Context: an optimization exercise on an open-source flow, tuned for small area, a short achievable clock period and few clock cycles per item. The choices shown serve that exercise and are no tape-out recipe. The RTL was checked by simulation tests, not by an equivalence proof against the original design. No activity file was given, so power comes from the tool's default toggle rates.

==> flow/design.v, too long to show whole: its modules and the start of the top module <==
// module d2pc_front: 164 lines
// module d2pc_queue: 72 lines
// module d2pc_back: 210 lines
// module d2pc_tree: 576 lines
// module depth_to_point_cloud: 133 lines
module depth_to_point_cloud #(
  parameter int MAX_COLS = d2pc_pkg::DEFAULT_MAX_COLS,
  parameter int MAX_ROWS = d2pc_pkg::DEFAULT_MAX_ROWS
) (
  input  logic                                clk,
  input  logic                                rst,
  input  logic                                in_valid,
  output logic                                in_stall,
  input  logic [d2pc_pkg::DEPTH_W-1:0]        depth_value,
  input  logic [d2pc_pkg::COLOR_W-1:0]        red_or_grey,
  input  logic [d2pc_pkg::COLOR_W-1:0]        green_byte,
  input  logic [d2pc_pkg::COLOR_W-1:0]        blue_byte,
  output logic                                out_valid,
  input  logic                                out_stall,
  output logic signed [d2pc_pkg::COORD_W-1:0] point_x,
  output logic signed [d2pc_pkg::COORD_W-1:0] point_y,
  output logic [d2pc_pkg::DEPTH_W-1:0]        point_z,
  output logic                                point_valid,
  output logic [d2pc_pkg::COLOR_W-1:0]        out_red,
  output logic [d2pc_pkg::COLOR_W-1:0]        out_green,
  output logic [d2pc_pkg::COLOR_W-1:0]        out_blue,
  output logic                                frame_end,
  output logic                                frame_dense,
  input  logic                                cfg_valid,
  output logic                                cfg_ready,
  input  logic [d2pc_pkg::CFG_IDX_W-1:0]      cfg_index,
  input  logic [d2pc_pkg::CFG_DATA_W-1:0]     cfg_data
);
  // ...
==> flow/run.sh <==
#!/bin/bash
# synth_recipe.tcl (not shown) runs the flow's synth.tcl, then flattens the netlist and writes it again
# the make line also repeats each setting of config.mk as NAME=value (left out here)
make -C /OpenROAD-flow-scripts/flow DESIGN_CONFIG=/design/flow/config.mk WORK_HOME=/design/flow/orfs CLKGATE_MAP_FILE= SYNTH_SCRIPT=/design/flow/synth_recipe.tcl finish
==> flow/config.mk <==
export PLATFORM = sky130hd
export DESIGN_NAME = depth_to_point_cloud
export DESIGN_NICKNAME = depth_to_point_cloud
export VERILOG_FILES = /design/flow/design.v
export SDC_FILE = /design/flow/constraint.sdc
export NUM_CORES = 4
export LEC_CHECK = 0
export CAP_MARGIN = 20
export CORE_MARGIN = 2
export CORE_UTILIZATION = 65
export PLACE_DENSITY = 0.8
export SETUP_SLACK_MARGIN = 4.5
export SLEW_MARGIN = 20
==> flow/constraint.sdc <==
create_clock -name core_clock -period 9.0 [get_ports {clk}]
set_input_delay 1.8000 -clock core_clock [delete_from_list [all_inputs] [get_ports {clk}]]
set_output_delay 1.8000 -clock core_clock [all_outputs]
set_load 0.01 [all_outputs]
==> run summary, run 1 <==
final setup margin 4500 ps; top sig layer met4; Syn Inst Count 6533; clock share of power 0.123; final net count 7530; largest cell class by area multi-input gates; worst skew pair latency 690 ps; Die W 319 µm; status complete, no violations; Reg2Reg Launch Point u_front.u_track_y.scale[31]; clock distribution power 0.00309 W; initial antenna violation count 1; drt wl/cell 24.3 µm; peak supply drop 0.223 mV; Min Clock Period, post-route 4500 ps; crit path kind reg -> reg; Seq cells post-synth 606; Yosys cell types 86; vias in the first global route 52200; post-place setup slack 3630 ps; commonest non-fill, non-tap cells in the layout a22oi_1 (752), inv_1 (732), fa_1 (716), xnor2_1 (705), edfxtp_1 (420); cts hold-fix bufs 0; Remaining DRCs 0; Tcrit/Tclk final 0.500; CP Launch Point u_front.u_track_y.scale[31]; # Post-CTS Setup Buffers 13; total power 0.0251 W; die area 102000 µm²; Final non-clock buffer share 0.0531; CP Max Fanout 24; fin util 0.713; commonest non-fill, non-tap cell in the layout a22oi_1; clock skew 28.0 ps; R2R Setup Slk 4500 ps; remaining antenna violation count 0; IO Pins 182; Final GP Congestion 0.935; DR vias/cell 6.58; Clock-cell share 0.0356
Testbench counts, summed over its fixed seeds: cycles 24,696, items 24,576.
==> module d2pc_front, before the edit <==
module d2pc_front (
  input  logic                          clk,
  input  logic                          rst,
  input  logic [d2pc_pkg::POS_W-1:0]    cols_m1,
  input  logic [d2pc_pkg::POS_W-1:0]    rows_m1,
  input  logic [d2pc_pkg::FOCAL_W-1:0]  inv_focal,
  input  logic [d2pc_pkg::DEPTH_W-1:0]  cfg_cutoff_depth,
  input  logic [1:0]                    cfg_color_mode,
  input  logic                          recalc,
  input  logic                          accept,
  input  logic                          s1_valid,
  output logic                          busy_any,
  input  logic [d2pc_pkg::DEPTH_W-1:0]  depth_value,
  input  logic [d2pc_pkg::COLOR_W-1:0]  red_or_grey,
  input  logic [d2pc_pkg::COLOR_W-1:0]  green_byte,
  input  logic [d2pc_pkg::COLOR_W-1:0]  blue_byte,
  output logic                          pix_valid,
  output logic                          frame_last,
  output logic                          frame_dense,
  output logic [d2pc_pkg::COLOR_W-1:0]  sel_red,
  output logic [d2pc_pkg::COLOR_W-1:0]  sel_green,
  output logic [d2pc_pkg::COLOR_W-1:0]  sel_blue,
  output logic [d2pc_pkg::SCALE_W-1:0]  scale_x,
  output logic [d2pc_pkg::SCALE_W-1:0]  scale_y
);
  localparam logic [SCALE_W-1:0] RST_SCALE_X = SCALE_W'(-64'sd639 * 64'sd30268);
  localparam logic [SCALE_W-1:0] RST_SCALE_Y = SCALE_W'(-64'sd479 * 64'sd30268);
  logic [POS_W-1:0] col_count;
  logic [POS_W-1:0] row_count;
  logic             dense_so_far;
  logic             row_last;
  logic             anomaly;
  logic             fresh;
  logic             req;
  logic             busy;
  logic [3:0]       bit_idx;
  logic [MAG_W:0]   x_off;
  logic [MAG_W:0]   y_off;
  logic             x_bit;
  logic             y_bit;
  logic             eng_first;
  logic             eng_shift;
  logic             col_zero;
  logic             row_zero;
  assign row_last    = col_count >= cols_m1;
  assign frame_last  = row_last && (row_count >= rows_m1);
  assign pix_valid   = depth_value > cfg_cutoff_depth;
  assign frame_dense = frame_last & pix_valid & dense_so_far;
  assign anomaly     = accept & row_last & ((col_count > cols_m1) | (row_count > rows_m1));
  always_comb begin
    case (cfg_color_mode)
      COLOR_MONO: begin
        sel_red   = red_or_grey;
        sel_green = red_or_grey;
        sel_blue  = red_or_grey;
      end
      COLOR_RGB: begin
        sel_red   = red_or_grey;
        sel_green = green_byte;
        sel_blue  = blue_byte;
      end
      default: begin
        sel_red   = '0;
        sel_green = '0;
        sel_blue  = '0;
      end
    endcase
  end
  always_ff @(posedge clk) begin
    if (rst) begin
      col_count    <= '0;
      row_count    <= '0;
      col_zero     <= 1'b1;
      row_zero     <= 1'b1;
      dense_so_far <= 1'b1;
    end else if (accept) begin
      if (frame_last) begin
        col_count    <= '0;
        row_count    <= '0;
        col_zero     <= 1'b1;
        row_zero     <= 1'b1;
        dense_so_far <= 1'b1;
      end else if (row_last) begin
        col_count    <= '0;
        row_count    <= row_count + POS_W'(1);
        col_zero     <= 1'b1;
        row_zero     <= 1'b0;
        dense_so_far <= pix_valid & dense_so_far;
      end else begin
        col_count    <= col_count + POS_W'(1);
        col_zero     <= 1'b0;
        dense_so_far <= pix_valid & dense_so_far;
      end
    end
  end
  assign x_off = {1'b0, col_count, 1'b0} - {2'b0, cols_m1};
  assign y_off = {1'b0, row_count, 1'b0} - {2'b0, rows_m1};
  always_ff @(posedge clk) begin
    if (rst) begin
      req       <= 1'b0;
      busy      <= 1'b0;
      eng_first <= 1'b0;
      fresh     <= 1'b1;
      bit_idx <= '0;
      x_bit   <= 1'b0;
      y_bit   <= 1'b0;
    end else begin
      if (recalc || anomaly) begin
        req       <= 1'b1;
        busy      <= 1'b0;
        eng_first <= 1'b0;
      end else if (req) begin
        if (!s1_valid) begin
          req       <= 1'b0;
          busy      <= 1'b1;
          eng_first <= 1'b1;
          bit_idx <= 4'(MAG_W);
          x_bit   <= x_off[MAG_W];
          y_bit   <= y_off[MAG_W];
        end
      end else if (busy) begin
        eng_first <= 1'b0;
        if (bit_idx == '0) begin
          busy <= 1'b0;
        end else begin
          x_bit <= x_off[bit_idx - 4'd1];
          y_bit <= y_off[bit_idx - 4'd1];
        end
        bit_idx <= bit_idx - 4'd1;
      end
      if (busy && bit_idx == '0) begin
        fresh <= 1'b1;
      end else if (accept) begin
        fresh <= 1'b0;
      end
    end
  end
  assign busy_any  = req | busy;
  assign eng_shift = busy & ~eng_first;
  d2pc_queue u_track_x (
    .clk       (clk),
    .rst       (rst),
    .rst_value (RST_SCALE_X),
    .inv_focal (inv_focal),
    .load      (busy | (accept & ~fresh)),
    .flip      (col_zero),
    .first     (eng_first),
    .shift     (eng_shift),
    .bit_in    (x_bit),
    .scale     (scale_x)
  );
  d2pc_queue u_track_y (
    .clk       (clk),
    .rst       (rst),
    .rst_value (RST_SCALE_Y),
    .inv_focal (inv_focal),
    .load      (busy | (accept & ~fresh & col_zero)),
    .flip      (row_zero),
    .first     (eng_first),
    .shift     (eng_shift),
    .bit_in    (y_bit),
    .scale     (scale_y)
  );
endmodule
==> module d2pc_queue, before the edit <==
module d2pc_queue (
  input  logic                         clk,
  input  logic                         rst,
  input  logic [d2pc_pkg::SCALE_W-1:0] rst_value,
  input  logic [d2pc_pkg::FOCAL_W-1:0] inv_focal,
  input  logic                         load,
  input  logic                         flip,      
  input  logic                         first,     
  input  logic                         shift,     
  input  logic                         bit_in,
  output logic [d2pc_pkg::SCALE_W-1:0] scale
);
  logic [SCALE_W-1:0] a;
  logic [SCALE_W-1:0] b;
  logic               cin;
  logic [SCALE_W-1:0] f_ext;
  assign f_ext = SCALE_W'(inv_focal);
  function automatic logic [SCALE_W-1:0] add_c(
    input logic [SCALE_W-1:0] x,
    input logic [SCALE_W-1:0] y,
    input logic           cin
  );
    logic [SCALE_W-1:0] g;
    logic [SCALE_W-1:0] p;
    logic [SCALE_W-1:0] gg;
    logic [SCALE_W-1:0] pp;
    g  = x & y;
    p  = x ^ y;
    gg = g;
    pp = p;
    gg[0] = g[0] | (p[0] & cin);
    for (int d = 1; d < SCALE_W; d = d * 2) begin
      for (int i = 2 * d - 1; i < SCALE_W; i = i + 2 * d) begin
        gg[i] = gg[i] | (pp[i] & gg[i - d]);
        pp[i] = pp[i] & pp[i - d];
      end
    end
    for (int d = 32; d >= 1; d = d / 2) begin
      for (int i = 3 * d - 1; i < SCALE_W; i = i + 2 * d) begin
        gg[i] = gg[i] | (pp[i] & gg[i - d]);
        pp[i] = pp[i] & pp[i - d];
      end
    end
    add_c = p ^ {gg[SCALE_W-2:0], cin};
  endfunction
  always_comb begin
    if (first) begin
      a   = '0;
      b   = bit_in ? ~f_ext : '0;
      cin = bit_in;
    end else if (shift) begin
      a   = {scale[SCALE_W-2:0], 1'b0};
      b   = bit_in ? f_ext : '0;
      cin = 1'b0;
    end else if (flip) begin
      a   = ~scale;
      b   = '0;
      cin = 1'b1;
    end else begin
      a   = scale;
      b   = {f_ext[SCALE_W-2:0], 1'b0};
      cin = 1'b0;
    end
  end
  always_ff @(posedge clk) begin
    if (rst) begin
      scale <= rst_value;
    end else if (load) begin
      scale <= add_c(a, b, cin);
    end
  end
endmodule
==> inputs of run 2 (changes only) <==
--- a/flow/design.v
+++ b/flow/design.v
@@ -132,2 +132,3 @@
       eng_first <= 1'b0;
+      eng_shift <= 1'b0;
       fresh     <= 1'b1;
@@ -141,2 +142,3 @@
         eng_first <= 1'b0;
+        eng_shift <= 1'b0;
       end else if (req) begin
@@ -152,2 +154,3 @@
         eng_first <= 1'b0;
+        eng_shift <= bit_idx != '0;
         if (bit_idx == '0) begin
@@ -168,3 +171,2 @@
   assign busy_any  = req | busy;
-  assign eng_shift = busy & ~eng_first;
   d2pc_queue u_track_x (
@@ -212,30 +214,2 @@
   assign f_ext = SCALE_W'(inv_focal);
-  function automatic logic [SCALE_W-1:0] add_c(
-    input logic [SCALE_W-1:0] x,
-    input logic [SCALE_W-1:0] y,
-    input logic           cin
-  );
-    logic [SCALE_W-1:0] g;
-    logic [SCALE_W-1:0] p;
-    logic [SCALE_W-1:0] gg;
-    logic [SCALE_W-1:0] pp;
-    g  = x & y;
-    p  = x ^ y;
-    gg = g;
-    pp = p;
-    gg[0] = g[0] | (p[0] & cin);
-    for (int d = 1; d < SCALE_W; d = d * 2) begin
-      for (int i = 2 * d - 1; i < SCALE_W; i = i + 2 * d) begin
-        gg[i] = gg[i] | (pp[i] & gg[i - d]);
-        pp[i] = pp[i] & pp[i - d];
-      end
-    end
-    for (int d = 32; d >= 1; d = d / 2) begin
-      for (int i = 3 * d - 1; i < SCALE_W; i = i + 2 * d) begin
-        gg[i] = gg[i] | (pp[i] & gg[i - d]);
-        pp[i] = pp[i] & pp[i - d];
-      end
-    end
-    add_c = p ^ {gg[SCALE_W-2:0], cin};
-  endfunction
   always_comb begin
@@ -263,3 +237,3 @@
     end else if (load) begin
-      scale <= add_c(a, b, cin);
+      scale <= a + b + {{(SCALE_W-1){1'b0}}, cin};
     end
==> flow/flow/run.sh (new file) <==
#!/bin/bash
# Standard layout, with the port buffers inserted at placement made from the platform's
# plain buffer instead of the delay buffer the resizer would otherwise pick.
set -euo pipefail
bash standard.sh BUFFER_PORTS_ARGS="-buffer_cell sky130_fd_sc_hd__buf_2" finish > standard_flow.log 2>&1
==> flow/standard.sh (new file) <==
#!/bin/bash
# synth_recipe.tcl (not shown) runs the flow's synth.tcl, then flattens the netlist and writes it again
# the make line also repeats each setting of config.mk as NAME=value (left out here)
make -C /OpenROAD-flow-scripts/flow DESIGN_CONFIG=/design/flow/config.mk WORK_HOME=/design/flow/orfs CLKGATE_MAP_FILE= SYNTH_SCRIPT=/design/flow/synth_recipe.tcl "${@:-finish}"
--- a/flow/config.mk
+++ b/flow/config.mk
@@ -10,2 +10,3 @@
 export CORE_UTILIZATION = 65
+export CTS_BUF_LIST = sky130_fd_sc_hd__clkbuf_4 sky130_fd_sc_hd__clkbuf_8
 export PLACE_DENSITY = 0.8
removed: flow/run.sh
==> run 2 against run 1 <==
  * Still clean on timing, DRC and antenna
  * Via count is 3.9% higher
  * Final cell count is 3.1% higher
  * Highest routed layer is now met5
  * First-iteration DRC count is 4.0% lower
  * Largest power group unchanged
  * Largest cell class unchanged
  * Power is 0.46% lower
  * Sequential power hardly changed
  * Clock power is 9.1% lower
  * Maximum frequency is 0.15% higher
  * Die area is 1.3% higher
  * Setup slack better by 6.7 ps
  * Combinational power hardly changed
  * Area after synthesis is 1.3% higher
==> run summary, run 2 <==
status complete, no violations (unchanged); remaining antenna violation count 0 (unchanged); largest area contributor in the netlist fa_1 (unchanged); via count 52600 (was 50600); clk sinks 607 (was 606); commonest non-fill, non-tap cells in the layout inv_1 (766), a22oi_1 (743), xnor2_1 (720), fa_1 (692), edfxtp_1 (420) (was a22oi_1 (752), inv_1 (732), fa_1 (716), xnor2_1 (705), edfxtp_1 (420)); post-synthesis sequential area ratio 0.251 (was 0.254); vias in the first global route 54600 (was 52200); commonest non-fill, non-tap cell in the layout inv_1 (was a22oi_1); layout cells sized above 1 0.0928 (was 0.0605); fill count 7282 (was 6948); register area 16400 µm² (about the same); CTS buffer count 108 (was 71); Largest regs u_back.s2_x (97), u_back.s2_y (97) (unchanged); Remaining DRCs 0 (unchanged); dpl hpwl 129 mm (was 119 mm); synthesis-to-finish area growth 6.62% (was 8.93%); worst min-delay path category reg -> reg (unchanged); CTS root buf clkbuf_8 (was clkbuf_16); Initial DRC Count 6681 (was 6957); smallest hold slack 409 ps (was 415 ps); Syn Nets 7889 (was 7710); clock tree buffer depth 3 (unchanged); Slew Limit Fails 0 (unchanged); setup TNS 0 ps (unchanged); setup violators final 0 (unchanged); Fmax 223 MHz (was 222 MHz); top cells by count, synth inv_1 (771), a22oi_1 (743), xnor2_1 (721) (was a22oi_1 (752), inv_1 (736), fa_1 (716)); Starting Density 0.654 (was 0.655); global route overflow 0 (unchanged); Slew @ Worst Pin 1210 ps (was 1230 ps); All-Layer GR Usage 0.383 (was 0.366); unrepaired setup endpoints after global routing false (unchanged); count leader, synth inv_1 (was a22oi_1); Avg Inst Size Synth 9.67 µm² (was 9.85 µm²); Relative slew margins 0.193 (was 0.177); max-cap viol count 0 (unchanged); ys async rst share 0 (unchanged); Seq cells post-synth 607 (was 606); IO Pins 182 (unchanged); peak supply drop 0.247 mV (was 0.223 mV); Min Clock Period, post-route 4490 ps (was 4500 ps); EDFF count, synth 420 (unchanged); Ys Warns 4 (unchanged); H-tree Lvls 3 (unchanged); drt first pass iters 14 (was 10); DR vias/cell 6.63 (was 6.58); cts hold-fix bufs 0 (unchanged); initial antenna violation count 3 (was 1); Core Rows 116 (was 115); Final Cell Area 69500 µm² (was 70100 µm²); CTS clk-pin slew, worst paths 60 ps (about the same); final hold vios 0 (unchanged); Placed Area 66500 µm² (about the same); Syn Inst Count 6736 (was 6533); largest net degree at the start of global routing 156 (was 159); critical path required time 9570 ps (was 9430 ps); clock skew 63.2 ps (was 28.0 ps); first-pass GRT wire length 305 mm (was 291 mm); crit path kind reg -> reg (unchanged); drt wl/cell 24.8 µm (was 24.3 µm); Yosys cell types 91 (was 86); Crit. End Element flop (unchanged); CP arrival 5060 ps (was 4930 ps); die extent in y 321 µm (was 319 µm); Multi-input gate area 43700 µm² (was 43000 µm²); Final GP Congestion 0.963 (was 0.935); leak pwr 29.2 nW (was 29.5 nW); die area 103000 µm² (was 102000 µm²); CP Max Fanout 30 (was 24); leading cell types by total area after synthesis fa_1 (21%), edfxtp_1 (19%), xnor2_1 (9.7%) (was fa_1 (22%), edfxtp_1 (20%), xnor2_1 (9.6%)); core footprint 99700 µm² (was 98300 µm²); CTS tree done (unchanged); top_reg_cell synth edfxtp_1 (unchanged); top-area cell type share of the netlist area 0.213 (was 0.223); Tcrit/Tclk final 0.499 (was 0.500); PD cells 360 nW/µm² (was 359 nW/µm²); synthesized area 65200 µm² (was 64300 µm²); final net count 7704 (was 7530); DRT Wirelength 197 mm (was 187 mm); startpoint types flop (unchanged); Die W 321 µm (was 319 µm); worst skew pair latency 840 ps (was 690 ps); port bufs 180 (unchanged)
run 2: cell count changes in the layout (fill, tap and decap cells not counted), moves of 25 or more:
cell,delta
clkbuf_16,-76
a21o_1,-65
buf_2,+178
nor2_1,+30
inv_1,+34
a22o_1,+25
clkdlybuf4s50_1,-173
a21oi_1,+120
clkbuf_8,+107
run 2: final cells by class:
type | count | share of cell area
Multi-Input combinational cell | 4727 | 0.628
Sequential cell | 607 | 0.236
Inverter | 775 | 0.0423
Timing Repair Buffer | 332 | 0.0369
Clock buffer | 134 | 0.0245
Tap cell | 1298 | 0.0234
Clock inverter | 64 | 0.00873
Antenna cell | 3 | 0.000108
run 2: per-stage QoR:
stage	utilization	total power [W]	std cells	setup slack [ps]
final	0.697	0.0250	7940	4510
after global routing	0.697	0.0275	7940	4490
after CTS	0.693	0.0249	7931	4480
after detailed placement	0.667	0.0220	7724	3760
after global placement	0.667	0.0210	7724	3880
after floorplan	-	0.0174	6736	3100
run 2: worst max-delay path, cell delays in order (launching register included):
cell and delay [ps]:
edfxtp_1 350, clkbuf_8 410, clkinv_1 150, buf_6 300, xnor2_1 420, fa_1 540
fa_1 430, fa_1 500, fa_1 510, fa_1 530, inv_1 50
run 2: routing by layer:
| layer | part of all wire | GRT usage |
|---|---|---|
| met5 | 0.000066 | 0 |
| met4 | 0.075 | 0.243 |
| met3 | 0.13 | 0.109 |
| met2 | 0.45 | 0.595 |
| met1 | 0.35 | 0.472 |
run 2: logic make-up after synthesis:
logic type,synth area share
AOI/OAI and AO/OA,0.169
adders and majority gates,0.287
buffers and inverters,0.0817
muxes,0.00668
DFF,0.251
and+or+nand+nor,0.0708
xor gates and xnor gates,0.135
other,0.0000575
run 2: worst paths after layout:
check             slack, ps           startpoint            endpoint  cells past startpoint
setup / recovery       4510  u_back.s1_depth[17]     u_back.s2_x[63]                     10
hold / removal          410  u_back.s2_depth[11]  u_back.point_z[11]                      0
setup reg to reg       4510  u_back.s1_depth[17]     u_back.s2_x[63]                     10
hold reg to reg         410  u_back.s2_depth[11]  u_back.point_z[11]                      0
run 2: power by group:
part	switching (W)	total (W)	internal [W]	leakage [nW]
clock network	0.00129	0.00281	0.00152	1.20
logic	0.00957	0.0167	0.00711	22.6
registers	0.000418	0.00552	0.00511	5.47
total	0.0113	0.0250	0.0137	29.2
run 2: timing repair:
item | 4_1_cts | 5_1_grt
pin swaps | 0 | 2
cloned | 2 | 1
gates resized for setup | 58 | 74
endpoints found under the setup margin | 216 | 135
setup buffers | 7 | 5
Testbench counts of run 2, summed over its fixed seeds: cycles 24,696, items 24,576.
==> inputs of run 3 (changes only) <==
--- a/flow/config.mk
+++ b/flow/config.mk
@@ -12,3 +12,3 @@
 export PLACE_DENSITY = 0.8
-export SETUP_SLACK_MARGIN = 4.5
+export SETUP_SLACK_MARGIN = 4.7
 export SLEW_MARGIN = 20
==> run 3 against run 2 <==
  * Final cell count increased by 0.15%
  * Maximum frequency increased by 4.8%
  * Global-route usage decreased by 0.91 points
  * Synthesized cell count unchanged
  * Flip-flop and latch count unchanged
  * Via count decreased by 0.42%
  * Final area increased by 0.84%
  * Setup slack improved by 210 ps
  * Area after synthesis unchanged
  * Critical path depth unchanged
  * Non-clock buffer count increased by 16
  * Sequential share of layout area decreased by 0.18 points
  * Highest routed layer unchanged
==> run summary, run 3 <==
CP Launch Point u_back.s1_one[5] (was u_back.s1_depth[17]); max-cap viol count 0 (unchanged); Relative slew margins 0.288 (was 0.193); Core Rows 116 (unchanged); vias in the first global route 53700 (was 54600); drt wl/cell 24.5 µm (was 24.8 µm); unrepaired setup endpoints after global routing true (was false); simple-gate share of the synthesized area 0.0708 (unchanged); Final Cell Area 70100 µm² (was 69500 µm²); Reg2Reg Launch Point u_back.s1_one[5] (was u_back.s1_depth[17]); All-Layer GR Usage 0.374 (was 0.383); Slew Limit Fails 0 (unchanged); top cells by count, synth inv_1 (771), a22oi_1 (743), xnor2_1 (721) (unchanged); clock tree buffer depth 3 (unchanged); Yosys cell types 91 (unchanged); CP delay by family, top adder cells (unchanged); sequential share of power 0.220 (was 0.221); Compound-Gate Fraction of Synth Area 0.169 (unchanged); fill count 7281 (was 7282); Tcrit/Tclk final 0.476 (was 0.499); total power 0.0250 W (about the same); Logic pwr share 0.664 (was 0.667); Slowest-stage cell, CP fa_1 (unchanged); Sw Ratio 0.445 (was 0.451); clock skew 55.4 ps (was 63.2 ps); layout cells sized above 1 0.0992 (was 0.0928); largest net degree at the start of global routing 156 (unchanged); CTS root buf clkbuf_8 (unchanged); peak supply drop 0.279 mV (was 0.247 mV); Fmax 233 MHz (was 223 MHz); cts hold-fix bufs 0 (unchanged); final net count 7717 (was 7704); non-filler cells, final 7952 (was 7940); Largest regs u_back.s2_x (97), u_back.s2_y (97) (unchanged); top-area cell type share of the netlist area 0.213 (unchanged); Remaining DRCs 0 (unchanged); leading cell types by total area after synthesis fa_1 (21%), edfxtp_1 (19%), xnor2_1 (9.7%) (unchanged); Die W 321 µm (unchanged); Ys Warns 4 (unchanged); core footprint 99700 µm² (unchanged); drt first pass iters 19 (was 14); clk sinks 607 (unchanged); Buf+Inv Stages, Crit Path 3 (was 4); Post-Synth Adder-Cell Area 0.287 (unchanged); HP Start u_back.s2_green[5] (was u_back.s2_depth[11]); critical path required time 9550 ps (was 9570 ps); final hold vios 0 (unchanged); Min Clock Period, post-route 4290 ps (was 4490 ps); port bufs 180 (unchanged); die extent in y 321 µm (unchanged); worst min-delay path category reg -> reg (unchanged); IO Pins 182 (unchanged); clock share of power 0.116 (was 0.112); dpl hpwl 127 mm (was 129 mm); DRT Wirelength 195 mm (was 197 mm); Avg Inst Size Synth 9.67 µm² (unchanged); global route overflow 0 (unchanged); main combinational cell family by area after synthesis adder cells (unchanged); initial antenna violation count 3 (unchanged); top_reg_cell synth edfxtp_1 (unchanged); status complete, no violations (unchanged); crit-path cells buf_4 -> buf_12 -> a22oi_1 -> xnor2_1 -> fa_1 -> fa_1 -> fa_1 -> fa_1 -> fa_1 -> inv_1 (was clkbuf_8 -> clkinv_1 -> buf_6 -> xnor2_1 -> fa_1 -> fa_1 -> fa_1 -> fa_1 -> fa_1 -> inv_1); Seq cells post-synth 607 (unchanged); synthesis-to-finish area growth 7.51% (was 6.62%); crit path kind reg -> reg (unchanged); Starting Density 0.654 (unchanged); CTS buffer count 105 (was 108); commonest non-fill, non-tap cell in the layout inv_1 (unchanged); Initial DRC Count 7170 (was 6681); via count 52400 (was 52600); internal cell power 0.0139 W (was 0.0137 W); Final GP Congestion 0.954 (was 0.963); most frequent CP cell fa_1 (unchanged); post-synthesis sequential area ratio 0.251 (unchanged); synthesized area 65200 µm² (unchanged); die area 103000 µm² (unchanged); CTS tree done (unchanged); count leader, synth inv_1 (unchanged); leak pwr 29.5 nW (was 29.2 nW); PD cells 357 nW/µm² (was 360 nW/µm²); Syn Nets 7889 (unchanged); Syn Inst Count 6736 (unchanged); largest area contributor in the netlist fa_1 (unchanged); setup violators final 0 (unchanged); CP arrival 4840 ps (was 5060 ps); Placed Area 66400 µm² (was 66500 µm²); Sw Pwr 0.0111 W (was 0.0113 W); startpoint types flop (unchanged); H-tree Lvls 3 (unchanged); ys async rst share 0 (unchanged); CP Max Fanout 69 (was 30); commonest non-fill, non-tap cells in the layout inv_1 (764), a22oi_1 (735), xnor2_1 (719), fa_1 (692), edfxtp_1 (420) (was inv_1 (766), a22oi_1 (743), xnor2_1 (720), fa_1 (692), edfxtp_1 (420)); mux cell area share after synthesis 0.00668 (unchanged); setup TNS 0 ps (unchanged); Slew @ Worst Pin 1070 ps (was 1210 ps); CTS clk-pin slew, worst paths 60 ps (about the same); DR vias/cell 6.59 (was 6.63); remaining antenna violation count 0 (unchanged); XOR/XNOR Fraction of Synth Area 0.135 (unchanged); first-pass GRT wire length 300 mm (was 305 mm); placed cells 7723 (was 7724); EDFF count, synth 420 (unchanged); worst skew pair latency 830 ps (was 840 ps); Slowest Stage Delay on Critical Path 540 ps (about the same); Crit. End Element flop (unchanged)
[run 3: per-stage QoR]
| stage | setup WS (ps) | hold slack [ps] | util |
|---|---|---|---|
| floorplan | 3100 | 400 | - |
| global placement | 3960 | 401 | 0.666 |
| detailed placement | 3850 | 405 | 0.666 |
| CTS | 4660 | 395 | 0.696 |
| global route | 4620 | 419 | 0.703 |
| finish | 4710 | 378 | 0.703 |
[run 3: metal layers]
layer / part of all wire / GRT usage / vias up
met2: 0.44 / 0.582 / 3830
met4: 0.069 / 0.218 / 4
met1: 0.36 / 0.469 / 25100
met5: 0.00013 / 0 / -
li1: - / - / 22400
met3: 0.13 / 0.104 / 1040
[run 3: area by class of cell]
| class | count | area [µm²] | area share |
|---|---|---|---|
| clock inverters | 56 | 627 | 0.00895 |
| clock buffers | 139 | 1740 | 0.0249 |
| multi-input cells | 4727 | 43700 | 0.624 |
| diodes | 2 | 5.00 | 0.0000714 |
| flip-flops and latches | 607 | 16400 | 0.234 |
| inverters | 775 | 2990 | 0.0427 |
| repair buffers | 348 | 2940 | 0.0420 |
| well taps | 1298 | 1620 | 0.0232 |
[run 3: worst paths after layout]
path / endpoint / slack (ps) / cells after the start
max: u_back.s2_y[67] / 4710 / 10
min: u_back.out_green[5] / 380 / 0
max reg2reg: u_back.s2_y[67] / 4710 / 10
min reg2reg: u_back.out_green[5] / 380 / 0
[run 3: power groups by stage]
stage | Clock, W | Sequential (W) | Combinational [W]
after floorplan | 0 | 0.00535 | 0.0120
final | 0.00289 | 0.00550 | 0.0166
after detailed placement | 0 | 0.00554 | 0.0162
after CTS | 0.00293 | 0.00548 | 0.0164
after global routing | 0.00304 | 0.00554 | 0.0190
after global placement | 0 | 0.00552 | 0.0154
[run 3: kinds of logic (layout without fill, tap and decap cells)]
kind of cell | count (synthesis) | after routing
multiplexers | 38 | 38
buffers and inverters | 1403 | 1318
adder cells (fa/ha/maj) | 1078 | 1078
AND/OR/NAND/NOR | 1015 | 1015
AO/OA/AOI/OAI | 1593 | 1594
XOR/XNOR | 1001 | 1001
flip-flops | 607 | 607
other | 1 | 3
[run 3: worst register-to-register path: stages (launching register included)]
cell and delay, ps:
edfxtp_1 320, buf_4 230, buf_12 390, a22oi_1 340, xnor2_1 330, fa_1 490, fa_1 400, fa_1 540
fa_1 450, fa_1 510, inv_1 40
[run 3: timing repair]
item                                    in CTS  in global routing
pin swaps                                    3                  6
setup buffers                               14                  9
endpoints found under the setup margin     205                135
gates resized for setup                    104                 87
gates cloned                                 2                  5
==> inputs of run 4 (changes only) <==
--- a/flow/config.mk
+++ b/flow/config.mk
@@ -12,3 +12,3 @@
 export PLACE_DENSITY = 0.8
-export SETUP_SLACK_MARGIN = 4.7
+export SETUP_SLACK_MARGIN = 4.8
 export SLEW_MARGIN = 20
==> run 4 against run 3 <==
  * Non-clock buffer count up 56
  * Clock power is 2% lower
  * Worst hold slack improved by 20 ps
  * Clock skew grew 13 ps
  * Sequential share of layout area shrank 0.43 points
  * Synthesized cell count is the same
  * Routed wire length is 9.6% higher
  * Setup slack worse by 120 ps
  * Register-to-register slack gained 20 ps
  * Via count up 3.6%
  * Utilization is 1.4 points higher
  * Flip-flop and latch count unchanged
  * Critical path type is now reg -> out
  * Highest routed layer unchanged
==> run summary, run 4 <==
status complete, no violations (unchanged); Reg2Reg Depth 11 (was 10); final net count 7777 (was 7717); port bufs 180 (unchanged); drt first pass iters 13 (was 19); CP arrival 2610 ps (was 4840 ps); first-pass GRT wire length 311 mm (was 300 mm); Die W 321 µm (unchanged); via count 54300 (was 52400); Avg Inst Size Synth 9.67 µm² (unchanged); PD cells 357 nW/µm² (about the same); top-area cell type share of the netlist area 0.213 (unchanged); vias in the first global route 54700 (was 53700); EDFF count, synth 420 (unchanged); largest net degree at the start of global routing 156 (unchanged); Slew @ Worst Pin 1260 ps (was 1070 ps); crit path kind reg -> out (was reg -> reg); Syn Nets 7889 (unchanged); Fmax 227 MHz (was 233 MHz); clock tree buffer depth 3 (unchanged); Tcrit/Tclk final 0.490 (was 0.476); Crit. End Element primary output (was flop); dpl hpwl 128 mm (was 127 mm); leak pwr 30.0 nW (was 29.5 nW); final hold vios 0 (unchanged); Seq cells post-synth 607 (unchanged); remaining antenna violation count 0 (unchanged); top_reg_cell synth edfxtp_1 (unchanged); startpoint types flop (unchanged); synthesized area 65200 µm² (unchanged); post-synthesis sequential area ratio 0.251 (unchanged); Final GP Congestion 0.971 (was 0.954); commonest non-fill, non-tap cell in the layout inv_1 (unchanged); placed cells 7720 (was 7723); post-place setup slack 3500 ps (was 3850 ps); non-filler cells, final 8022 (was 7952); Remaining DRCs 0 (unchanged); Ys Warns 4 (unchanged); cts hold-fix bufs 0 (unchanged); critical path required time 7200 ps (was 9550 ps); Relative slew margins 0.160 (was 0.288); core footprint 99700 µm² (unchanged); Initial DRC Count 7912 (was 7170); Min Clock Period, post-route 4410 ps (was 4290 ps); clock skew 68.8 ps (was 55.4 ps); largest area contributor in the netlist fa_1 (unchanged); R2R Setup Slk 4730 ps (was 4710 ps); Slew Limit Fails 0 (unchanged); top cells by count, synth inv_1 (771), a22oi_1 (743), xnor2_1 (721) (unchanged); fin util 0.716 (was 0.703); IO Pins 182 (unchanged); CP Max Fanout 7 (was 69); layout cells sized above 1 0.115 (was 0.0992); drt wl/cell 26.6 µm (was 24.5 µm); CP Launch Point u_back.out_qy[29] (was u_back.s1_one[5]); peak supply drop 0.259 mV (was 0.279 mV); All-Layer GR Usage 0.392 (was 0.374); smallest hold slack 398 ps (was 378 ps); synthesis-to-finish area growth 9.59% (was 7.51%); CTS clk-pin slew, worst paths 60 ps (about the same); fill count 6923 (was 7281); setup violators final 0 (unchanged); Largest regs u_back.s2_x (97), u_back.s2_y (97) (unchanged); die area 103000 µm² (unchanged); Critical path destination point_y[21] (was u_back.s2_y[67]); count leader, synth inv_1 (unchanged); Yosys cell types 91 (unchanged); Reg2Reg Launch Point u_back.s1_one[4] (was u_back.s1_one[5]); setup TNS 0 ps (unchanged); die extent in y 321 µm (unchanged); max-cap viol count 0 (unchanged); final setup margin 4590 ps (was 4710 ps); DR vias/cell 6.76 (was 6.59); worst skew pair latency 850 ps (was 830 ps); Core Rows 116 (unchanged); initial antenna violation count 6 (was 3); global route overflow 0 (unchanged); commonest non-fill, non-tap cells in the layout inv_1 (764), a22oi_1 (719), xnor2_1 (711), fa_1 (688), edfxtp_1 (420) (was inv_1 (764), a22oi_1 (735), xnor2_1 (719), fa_1 (692), edfxtp_1 (420)); Syn Inst Count 6736 (unchanged); Crit Reg-Reg Endpoint u_back.s2_y[82] (was u_back.s2_y[67]); worst min-delay path category reg -> reg (unchanged); clk sinks 607 (unchanged); Starting Density 0.654 (unchanged); unrepaired setup endpoints after global routing true (unchanged); ys async rst share 0 (unchanged); CTS buffer count 106 (was 105); DRT Wirelength 214 mm (was 195 mm); leading cell types by total area after synthesis fa_1 (21%), edfxtp_1 (19%), xnor2_1 (9.7%) (unchanged); CTS tree done (unchanged); CTS root buf clkbuf_8 (unchanged); H-tree Lvls 3 (unchanged)
[run 4: worst max-delay path, cell delays in order, from the launching register on]
cell and delay, ps:
edfxtp_1 410, nor4_2 360, nand2_1 180, o21ai_4 110, buf_12 130, nor2_4 90, buf_16 180, a21oi_4 150
buf_2 150
[run 4: power breakdown]
group	internal [W]	leakage (nW)	switching, W
combinational	0.00732	23.3	0.00987
sequential	0.00511	5.46	0.000406
clock	0.00153	1.20	0.00131
total	0.0139	30.0	0.0116
[run 4: kinds of logic (layout without fill, tap and decap cells)]
logic type	after synthesis	count (layout)	share of synthesized area
compound gates	1593	1595	0.169
xor+xnor	1001	1001	0.135
fa+ha+maj	1078	1078	0.287
buf+inv	1403	1380	0.0817
flops	607	607	0.251
mux	38	38	0.00668
other cells	1	10	0.0000575
simple gates	1015	1015	0.0708
[run 4: through the flow]
| stage | area [µm²] | power, W |
|---|---|---|
| 3_3_place_gp | 66400 | 0.0210 |
| 4_1_cts | 70100 | 0.0250 |
| 6_report | 71400 | 0.0255 |
| 3_5_place_dp | 66400 | 0.0220 |
| 2_1_floorplan | 65200 | 0.0174 |
| 5_1_grt | 71400 | 0.0280 |
[run 4: final cells by class]
type	count	area [µm²]	share of cell area
multi-input cells	4728	44100	0.617
flip-flops and latches	607	16400	0.230
repair buffers	404	3930	0.0551
inverters	775	3000	0.0421
clock buffers	134	1700	0.0238
well taps	1298	1620	0.0227
clock inverters	65	617	0.00864
repair inverters	2	22.5	0.000315
diodes	9	22.5	0.000315
[run 4: worst min path at each step]
| stage | from | end | slack, ps | depth (start not counted) |
|---|---|---|---|---|
| floorplan | u_back.s2_dense | u_back.frame_dense | 400 | 0 |
| CTS | u_back.s1_depth[6] | u_back.s2_depth[6] | 400 | 0 |
| global placement | u_back.s1_red[2] | u_back.s2_red[2] | 400 | 0 |
| global route | u_back.s2_blue[6] | u_back.out_blue[6] | 420 | 0 |
| finish | u_back.s1_depth[6] | u_back.s2_depth[6] | 400 | 0 |
| detailed placement | u_back.s2_blue[2] | u_back.out_blue[2] | 400 | 0 |
[run 4: what timing repair did]
item / CTS / global route
setup buffers: 34 / 23
setup endpoints to repair: 274 / 171
gates resized for setup: 183 / 128
endpoints found under the hold margin: 0 / 0
cloned: 11 / 26
pin swaps: 12 / 28
[run 4: layer usage]
| layer | track usage | share of wire |
|---|---|---|
| met4 | 0.248 | 0.086 |
| met2 | 0.604 | 0.43 |
| met3 | 0.118 | 0.15 |
| met5 | 0.00236 | 0.00029 |
| met1 | 0.481 | 0.34 |
==> module d2pc_back, before the edit <==
module d2pc_back (
  input  logic                                clk,
  input  logic                                rst,
  input  logic                                accept,
  input  logic [d2pc_pkg::DEPTH_W-1:0]        depth_value,
  input  logic                                pix_valid,
  input  logic                                frame_last,
  input  logic                                frame_dense_in,
  input  logic [d2pc_pkg::COLOR_W-1:0]        sel_red,
  input  logic [d2pc_pkg::COLOR_W-1:0]        sel_green,
  input  logic [d2pc_pkg::COLOR_W-1:0]        sel_blue,
  input  logic [d2pc_pkg::SCALE_W-1:0]        scale_x,
  input  logic [d2pc_pkg::SCALE_W-1:0]        scale_y,
  output logic                                s1_valid,
  output logic                                advance,
  output logic                                out_valid,
  input  logic                                out_stall,
  output logic signed [d2pc_pkg::COORD_W-1:0] point_x,
  output logic signed [d2pc_pkg::COORD_W-1:0] point_y,
  output logic [d2pc_pkg::DEPTH_W-1:0]        point_z,
  output logic                                point_valid,
  output logic [d2pc_pkg::COLOR_W-1:0]        out_red,
  output logic [d2pc_pkg::COLOR_W-1:0]        out_green,
  output logic [d2pc_pkg::COLOR_W-1:0]        out_blue,
  output logic                                frame_end,
  output logic                                frame_dense
);
  localparam int NDIG  = DEPTH_W / 2 + 1;    
  localparam int PP_W  = SCALE_W + 1;        
  function automatic logic [NDIG*PP_W-1:0] booth_pp(
    input logic [NDIG-1:0]    one,
    input logic [NDIG-1:0]    two,
    input logic [NDIG-1:0]    neg,
    input logic [SCALE_W-1:0] scale
  );
    logic [PP_W:0]         ext;    
    logic [NDIG*PP_W-1:0]  rows;
    ext = {scale[SCALE_W-1], scale, 1'b0};
    for (int k = 0; k < NDIG; k++) begin
      for (int i = 0; i < PP_W; i++) begin
        rows[k*PP_W + i] = ((one[k] & ext[i + 1]) | (two[k] & ext[i])) ^ neg[k];
      end
      rows[k*PP_W + PP_W - 1] = ~rows[k*PP_W + PP_W - 1];
    end
    booth_pp = rows;
  endfunction
  localparam int LOW_W = 10;
  localparam int HI_W  = PROD_W - LOW_W;
  localparam int CS_W  = 2 * HI_W + 1;
  function automatic logic [CS_W-1:0] fold(input logic [2*PROD_W-1:0] sc);
    logic [LOW_W:0] low;
    low  = {1'b0, sc[LOW_W-1:0]} + {1'b0, sc[PROD_W +: LOW_W]};
    fold = {sc[2*PROD_W-1 -: HI_W], sc[PROD_W-1 -: HI_W], low[LOW_W]};
  endfunction
  function automatic logic [HI_W-1:0] cpa(
    input logic [HI_W-1:0] x,
    input logic [HI_W-1:0] y,
    input logic           cin
  );
    logic [HI_W-1:0] g;
    logic [HI_W-1:0] p;
    logic [HI_W-1:0] gg;
    logic [HI_W-1:0] pp;
    g  = x & y;
    p  = x ^ y;
    gg = g;
    pp = p;
    gg[0] = g[0] | (p[0] & cin);
    for (int d = 1; d < HI_W; d = d * 2) begin
      for (int i = 2 * d - 1; i < HI_W; i = i + 2 * d) begin
        gg[i] = gg[i] | (pp[i] & gg[i - d]);
        pp[i] = pp[i] & pp[i - d];
      end
    end
    for (int d = 32; d >= 1; d = d / 2) begin
      for (int i = 3 * d - 1; i < HI_W; i = i + 2 * d) begin
        gg[i] = gg[i] | (pp[i] & gg[i - d]);
        pp[i] = pp[i] & pp[i - d];
      end
    end
    cpa = p ^ {gg[HI_W-2:0], cin};
  endfunction
  function automatic logic [QUO_W-1:0] finish(input logic [CS_W-1:0] sc);
    logic [HI_W-1:0] sum;
    sum    = cpa(sc[HI_W:1], sc[CS_W-1 -: HI_W], sc[0]);
    finish = sum[HI_W-1:FRAC_SH-LOW_W];
  endfunction
  function automatic logic [COORD_W-1:0] saturate(input logic [QUO_W-1:0] quo);
    if (quo[QUO_W-1:COORD_W-1] == '0 || quo[QUO_W-1:COORD_W-1] == '1) begin
      saturate = quo[COORD_W-1:0];
    end else begin
      saturate = {quo[QUO_W-1], {(COORD_W-1){~quo[QUO_W-1]}}};
    end
  endfunction
  logic [NDIG*PP_W-1:0]   pp_x;
  logic [NDIG*PP_W-1:0]   pp_y;
  logic [PROD_W-1:0]      tx_sum;
  logic [PROD_W-1:0]      tx_carry;
  logic [PROD_W-1:0]      ty_sum;
  logic [PROD_W-1:0]      ty_carry;
  logic [QUO_W-1:0]       out_qx;
  logic [QUO_W-1:0]       out_qy;
  logic [NDIG-1:0]        in_one;
  logic [NDIG-1:0]        in_two;
  logic [NDIG-1:0]        in_neg;
  logic [2*NDIG:0]        d_ext;
  logic [DEPTH_W-1:0]     in_depth;
  logic [DEPTH_W-1:0] s1_depth;
  logic [NDIG-1:0]    s1_one;
  logic [NDIG-1:0]    s1_two;
  logic [NDIG-1:0]    s1_neg;
  logic               s1_pvalid;
  logic               s1_end;
  logic               s1_dense;
  logic [COLOR_W-1:0] s1_red;
  logic [COLOR_W-1:0] s1_green;
  logic [COLOR_W-1:0] s1_blue;
  logic                     s2_valid;
  logic [CS_W-1:0]         s2_x;
  logic [CS_W-1:0]         s2_y;
  logic [DEPTH_W-1:0]       s2_depth;
  logic                     s2_pvalid;
  logic                     s2_end;
  logic                     s2_dense;
  logic [COLOR_W-1:0]       s2_red;
  logic [COLOR_W-1:0]       s2_green;
  logic [COLOR_W-1:0]       s2_blue;
  assign advance = ~(out_valid & out_stall);
  always_ff @(posedge clk) begin
    if (rst) begin
      s1_valid  <= 1'b0;
      s2_valid  <= 1'b0;
      out_valid <= 1'b0;
    end else begin
      s1_valid <= accept | (s1_valid & ~advance);
      if (advance) begin
        s2_valid  <= s1_valid;
        out_valid <= s2_valid;
      end
    end
  end
  assign in_depth = pix_valid ? depth_value : '0;
  assign d_ext    = {(2*NDIG+1-DEPTH_W-1)'(0), in_depth, 1'b0};
  always_comb begin
    for (int k = 0; k < NDIG; k++) begin
      in_one[k] = d_ext[2*k+1] ^ d_ext[2*k];
      in_two[k] = (d_ext[2*k+2] & ~d_ext[2*k+1] & ~d_ext[2*k]) |
                  (~d_ext[2*k+2] & d_ext[2*k+1] & d_ext[2*k]);
      in_neg[k] = d_ext[2*k+2];
    end
  end
  always_ff @(posedge clk) begin
    if (accept) begin
      s1_depth  <= in_depth;
      s1_one    <= in_one;
      s1_two    <= in_two;
      s1_neg    <= in_neg;
      s1_pvalid <= pix_valid;
      s1_end    <= frame_last;
      s1_dense  <= frame_dense_in;
      s1_red    <= sel_red;
      s1_green  <= sel_green;
      s1_blue   <= sel_blue;
    end
  end
  assign pp_x = booth_pp(s1_one, s1_two, s1_neg, scale_x);
  assign pp_y = booth_pp(s1_one, s1_two, s1_neg, scale_y);
  d2pc_tree u_tree_x (
    .pp        (pp_x),
    .negs      (s1_neg[NDIG-2:0]),
    .nsgn      (~scale_x[SCALE_W-1]),
    .sum_row   (tx_sum),
    .carry_row (tx_carry)
  );
  d2pc_tree u_tree_y (
    .pp        (pp_y),
    .negs      (s1_neg[NDIG-2:0]),
    .nsgn      (~scale_y[SCALE_W-1]),
    .sum_row   (ty_sum),
    .carry_row (ty_carry)
  );
  always_ff @(posedge clk) begin
    if (advance && s1_valid) begin
      s2_x      <= fold({tx_carry, tx_sum});
      s2_y      <= fold({ty_carry, ty_sum});
      s2_depth  <= s1_depth;
      s2_pvalid <= s1_pvalid;
      s2_end    <= s1_end;
      s2_dense  <= s1_dense;
      s2_red    <= s1_red;
      s2_green  <= s1_green;
      s2_blue   <= s1_blue;
    end
  end
  assign point_x = saturate(out_qx);
  assign point_y = saturate(out_qy);
  always_ff @(posedge clk) begin
    if (advance && s2_valid) begin
      out_qx      <= finish(s2_x);
      out_qy      <= finish(s2_y);
      point_z     <= s2_depth;
      point_valid <= s2_pvalid;
      out_red     <= s2_red;
      out_green   <= s2_green;
      out_blue    <= s2_blue;
      frame_end   <= s2_end;
      frame_dense <= s2_dense;
    end
  end
endmodule
==> inputs of run 5 (changes only) <==
--- a/flow/design.v
+++ b/flow/design.v
@@ -324,12 +324,17 @@
   endfunction
-  function automatic logic [QUO_W-1:0] finish(input logic [CS_W-1:0] sc);
-    logic [HI_W-1:0] sum;
+  localparam int OQ_W = COORD_W + 2;
+  function automatic logic [OQ_W-1:0] finish(input logic [CS_W-1:0] sc);
+    logic [HI_W-1:0]  sum;
+    logic [QUO_W-1:0] quo;
+    logic             sat;
     sum    = cpa(sc[HI_W:1], sc[CS_W-1 -: HI_W], sc[0]);
-    finish = sum[HI_W-1:FRAC_SH-LOW_W];
+    quo    = sum[HI_W-1:FRAC_SH-LOW_W];
+    sat    = !(quo[QUO_W-1:COORD_W-1] == '0 || quo[QUO_W-1:COORD_W-1] == '1);
+    finish = {sat, quo[QUO_W-1], quo[COORD_W-1:0]};
   endfunction
-  function automatic logic [COORD_W-1:0] saturate(input logic [QUO_W-1:0] quo);
-    if (quo[QUO_W-1:COORD_W-1] == '0 || quo[QUO_W-1:COORD_W-1] == '1) begin
-      saturate = quo[COORD_W-1:0];
+  function automatic logic [COORD_W-1:0] saturate(input logic [OQ_W-1:0] q);
+    if (q[OQ_W-1]) begin
+      saturate = {q[COORD_W], {(COORD_W-1){~q[COORD_W]}}};
     end else begin
-      saturate = {quo[QUO_W-1], {(COORD_W-1){~quo[QUO_W-1]}}};
+      saturate = q[COORD_W-1:0];
     end
@@ -342,4 +347,4 @@
   logic [PROD_W-1:0]      ty_carry;
-  logic [QUO_W-1:0]       out_qx;
-  logic [QUO_W-1:0]       out_qy;
+  logic [OQ_W-1:0]        out_qx;
+  logic [OQ_W-1:0]        out_qy;
   logic [NDIG-1:0]        in_one;
--- a/flow/config.mk
+++ b/flow/config.mk
@@ -12,3 +12,3 @@
 export PLACE_DENSITY = 0.8
-export SETUP_SLACK_MARGIN = 4.8
+export SETUP_SLACK_MARGIN = 4.75
 export SLEW_MARGIN = 20
==> run 5 against run 4 <==
  * First-iteration DRC count down 8.7%
  * Register-to-register slack gained 20 ps
  * Final cell count fell by 0.96%
  * Worst hold slack better by 20 ps
  * Die area fell by 0.50%
  * Sequential power decreased by 0.9%
  * Non-clock buffer count shrank 29
  * Critical path depth up 2
==> run summary, run 5 <==
Final Cell Area 70400 µm² (was 71400 µm²); layout cells sized above 1 0.104 (was 0.115); max-cap viol count 0 (unchanged); startpoint types flop (unchanged); CP Launch Point u_back.s1_one[3] (was u_back.out_qy[29]); initial antenna violation count 3 (was 6); non-filler cells, final 7945 (was 8022); CP arrival 4810 ps (was 2610 ps); crit path kind reg -> reg (was reg -> out); PD cells 365 nW/µm² (was 357 nW/µm²); top-area cell type share of the netlist area 0.214 (was 0.213); clock share of power 0.111 (about the same); fin util 0.714 (was 0.716); Sw Ratio 0.449 (was 0.454); leak pwr 29.7 nW (was 30.0 nW); final hold vios 0 (unchanged); top cells by count, synth inv_1 (751), a22oi_1 (741), xnor2_1 (721) (was inv_1 (771), a22oi_1 (743), xnor2_1 (721)); DR vias/cell 6.58 (was 6.76); drt wl/cell 24.3 µm (was 26.6 µm); Remaining DRCs 0 (unchanged); placed cells 7684 (was 7720); post-synthesis sequential area ratio 0.249 (was 0.251); setup TNS 0 ps (unchanged); final setup margin 4750 ps (was 4590 ps); setup violators final 0 (unchanged); fill count 6949 (was 6923); Min Clock Period, post-route 4250 ps (was 4410 ps); die area 102000 µm² (was 103000 µm²); post-place setup slack 3290 ps (was 3500 ps); Reg2Reg Depth 10 (was 11); Crit. End Element flop (was primary output); cts hold-fix bufs 0 (unchanged); remaining antenna violation count 0 (unchanged); Ys Warns 4 (unchanged); critical path required time 9560 ps (was 7200 ps); leading cell types by total area after synthesis fa_1 (21%), edfxtp_1 (19%), xnor2_1 (9.7%) (unchanged); via count 52300 (was 54300); peak supply drop 0.249 mV (was 0.259 mV); worst skew pair latency 840 ps (was 850 ps); Slew Limit Fails 0 (unchanged); commonest non-fill, non-tap cell in the layout inv_1 (unchanged); Initial DRC Count 7222 (was 7912); Logic pwr share 0.676 (was 0.673); clock tree buffer depth 3 (unchanged); unrepaired setup endpoints after global routing true (unchanged); port bufs 180 (unchanged); Tcrit/Tclk final 0.473 (was 0.490); Syn Nets 7867 (was 7889); synthesis-to-finish area growth 8.58% (was 9.59%); die extent in y 320 µm (was 321 µm); CTS root buf clkbuf_8 (unchanged); Slew @ Worst Pin 1290 ps (was 1260 ps); Seq cells post-synth 601 (was 607); Starting Density 0.658 (was 0.654); global route overflow 0 (unchanged); Die W 320 µm (was 321 µm); Relative slew margins 0.141 (was 0.160); clock skew 57.6 ps (was 68.8 ps); HP Start u_back.s2_blue[5] (was u_back.s1_depth[6]); Final GP Congestion 0.941 (was 0.971); internal cell power 0.0142 W (was 0.0139 W); first-pass GRT wire length 293 mm (was 311 mm); CTS clk-pin slew, worst paths 60 ps (about the same); dpl hpwl 121 mm (was 128 mm); top_reg_cell synth edfxtp_1 (unchanged); final net count 7721 (was 7777); core footprint 98600 µm² (was 99700 µm²); Avg Inst Size Synth 9.66 µm² (was 9.67 µm²); Crit Reg-Reg Endpoint u_back.s2_y[58] (was u_back.s2_y[82]); Syn Inst Count 6714 (was 6736); Largest regs u_back.s2_x (97), u_back.s2_y (97) (unchanged); sequential share of power 0.212 (was 0.216); ys async rst share 0 (unchanged); Placed Area 66100 µm² (was 66400 µm²); Core Rows 115 (was 116); Reg2Reg Launch Point u_back.s1_one[3] (was u_back.s1_one[4]); synthesized area 64800 µm² (was 65200 µm²); CP Max Fanout 43 (was 7); largest net degree at the start of global routing 156 (unchanged); largest area contributor in the netlist fa_1 (unchanged); Fmax 235 MHz (was 227 MHz); clk sinks 601 (was 607); status complete, no violations (unchanged); Yosys cell types 76 (was 91); commonest non-fill, non-tap cells in the layout inv_1 (745), a22oi_1 (737), xnor2_1 (714), fa_1 (691), edfxtp_1 (414) (was inv_1 (764), a22oi_1 (719), xnor2_1 (711), fa_1 (688), edfxtp_1 (420)); DRT Wirelength 193 mm (was 214 mm); worst min-delay path category reg -> reg (unchanged); Critical path destination u_back.s2_y[58] (was point_y[21]); CTS tree done (unchanged); IO Pins 182 (unchanged); EDFF count, synth 414 (was 420); All-Layer GR Usage 0.366 (was 0.392); drt first pass iters 7 (was 13); CTS buffer count 103 (was 106); Sw Pwr 0.0115 W (was 0.0116 W); vias in the first global route 53000 (was 54700); count leader, synth inv_1 (unchanged); H-tree Lvls 3 (unchanged); R2R Setup Slk 4750 ps (was 4730 ps)
==> run 5: cell count changes after synthesis, sizes merged, moves of 16 or more <==
cell | before | now
a21oi | 353 | 309
nand3 | 64 | 48
inv | 774 | 755
o21a | 29 | 68
nand4 | 47 | 31
nor2 | 302 | 325
==> run 5: cell families (layout without fill, tap and decap cells) <==
family                   count (synthesis)  after routing  synth area share
AO/OA/AOI/OAI                         1592           1592             0.170
XOR/XNOR                               999            999             0.135
adder cells (fa/ha/maj)               1078           1078             0.288
buffers and inverters                 1386           1325            0.0806
flip-flops                             601            601             0.249
multiplexers                            35             35           0.00608
other                                    1              5         0.0000578
AND/OR/NAND/NOR                       1022           1023            0.0710
==> run 5: area by class of cell <==
cell class / count / area, µm² / share of cell area
Clock inverter: 47 / 543 / 0.00771
Timing Repair Buffer: 375 / 3450 / 0.0489
Inverter: 758 / 2980 / 0.0423
Sequential cell: 601 / 16200 / 0.230
Antenna cell: 4 / 10.0 / 0.000142
Timing Repair inverter: 1 / 7.51 / 0.000107
Tap cell: 1287 / 1610 / 0.0229
Multi-Input combinational cell: 4728 / 43800 / 0.622
Clock buffer: 144 / 1780 / 0.0252
==> run 5: worst min-delay path by stage <==
stage | end | slack, ps | depth (start not counted)
floorplan | u_back.frame_dense | 400 | 0
global placement | u_back.out_blue[0] | 400 | 0
detailed placement | u_back.point_z[12] | 400 | 0
CTS | u_back.point_z[5] | 420 | 0
global route | u_back.out_red[7] | 420 | 0
finish | u_back.out_blue[5] | 420 | 0
==> run 5: metal layers <==
metal / up-vias / GRT usage / share of wire
met5: - / 0 / 0.000067
met4: 2 / 0.196 / 0.069
met3: 1001 / 0.0940 / 0.13
met2: 3978 / 0.568 / 0.44
met1: 24900 / 0.473 / 0.36
li1: 22400 / - / -
==> run 5: repair_timing <==
action	CTS	global route
setup endpoints to repair	277	121
pin swaps	3	26
setup buffers	18	29
endpoints found under the hold margin	0	0
resized for setup	163	125
cloned	6	12
==> run 5: power by group through the flow <==
stage          sequential [W]  combinational, W  clock [W]
2_1_floorplan         0.00532            0.0121          0
3_3_place_gp          0.00548            0.0159          0
3_5_place_dp          0.00551            0.0168          0
4_1_cts               0.00545            0.0170    0.00288
5_1_grt               0.00551            0.0197    0.00300
6_report              0.00546            0.0174    0.00286
==> run 5: metrics by stage <==
step | hold WS (ps) | total power, W
after floorplan | 400 | 0.0174
after global placement | 400 | 0.0214
after detailed placement | 405 | 0.0223
after CTS | 418 | 0.0254
after global routing | 424 | 0.0282
final | 418 | 0.0257
==> run 5: critical path, cell delays in order (launching register included) <==
cell and delay, ps:
edfxtp_1 410, buf_12 280, buf_12 290, a22oi_1 140, xor2_1 190, fa_1 590
fa_1 450, fa_1 420, fa_1 480, fa_1 590, inv_1 50
Testbench counts of run 5, summed over its fixed seeds: cycles 24,696, items 24,576.

-- afterwards: timing with drivers on the ports --
In the flow no input, the clock included, has a driving cell. The finished layouts below were timed again as built, in two steps. Step 1: set_driving_cell puts a clkbuf_16 on clk and a buf_2 on each other input, an assumption about the parent block. Step 2 also shifts input and output timing later by t, the mid clock arrival at the registers, as if the neighbouring blocks saw the same clock. Slacks: ideal ports / drivers / drivers and shift; pairs: ideal ports / drivers.
run	t (ns)	slack for setup (ns)	hold WS [ns]	slew at the worst register clock pin (ns)	pins driven straight from the clock port
run 1	0.748	4.499 / 4.499 / 4.082	0.415 / 0.415 / 0.415	0.06 / 0.06	1
run 2	0.880	4.506 / 4.506 / 4.033	0.409 / 0.409 / 0.409	0.07 / 0.07	1
run 3	0.863	4.713 / 4.713 / 4.168	0.378 / 0.378 / 0.378	0.07 / 0.07	1
run 4	0.883	4.590 / 4.525 / 4.266	0.398 / 0.398 / 0.398	0.07 / 0.07	1
run 5	0.866	4.747 / 4.743 / 4.114	0.418 / 0.418 / 0.418	0.08 / 0.08	1
After both steps setup and hold are still met in every run listed. The setup slack of run 5, which loses most, moves by -0.004 ns with the drivers and by -0.633 ns with both steps.
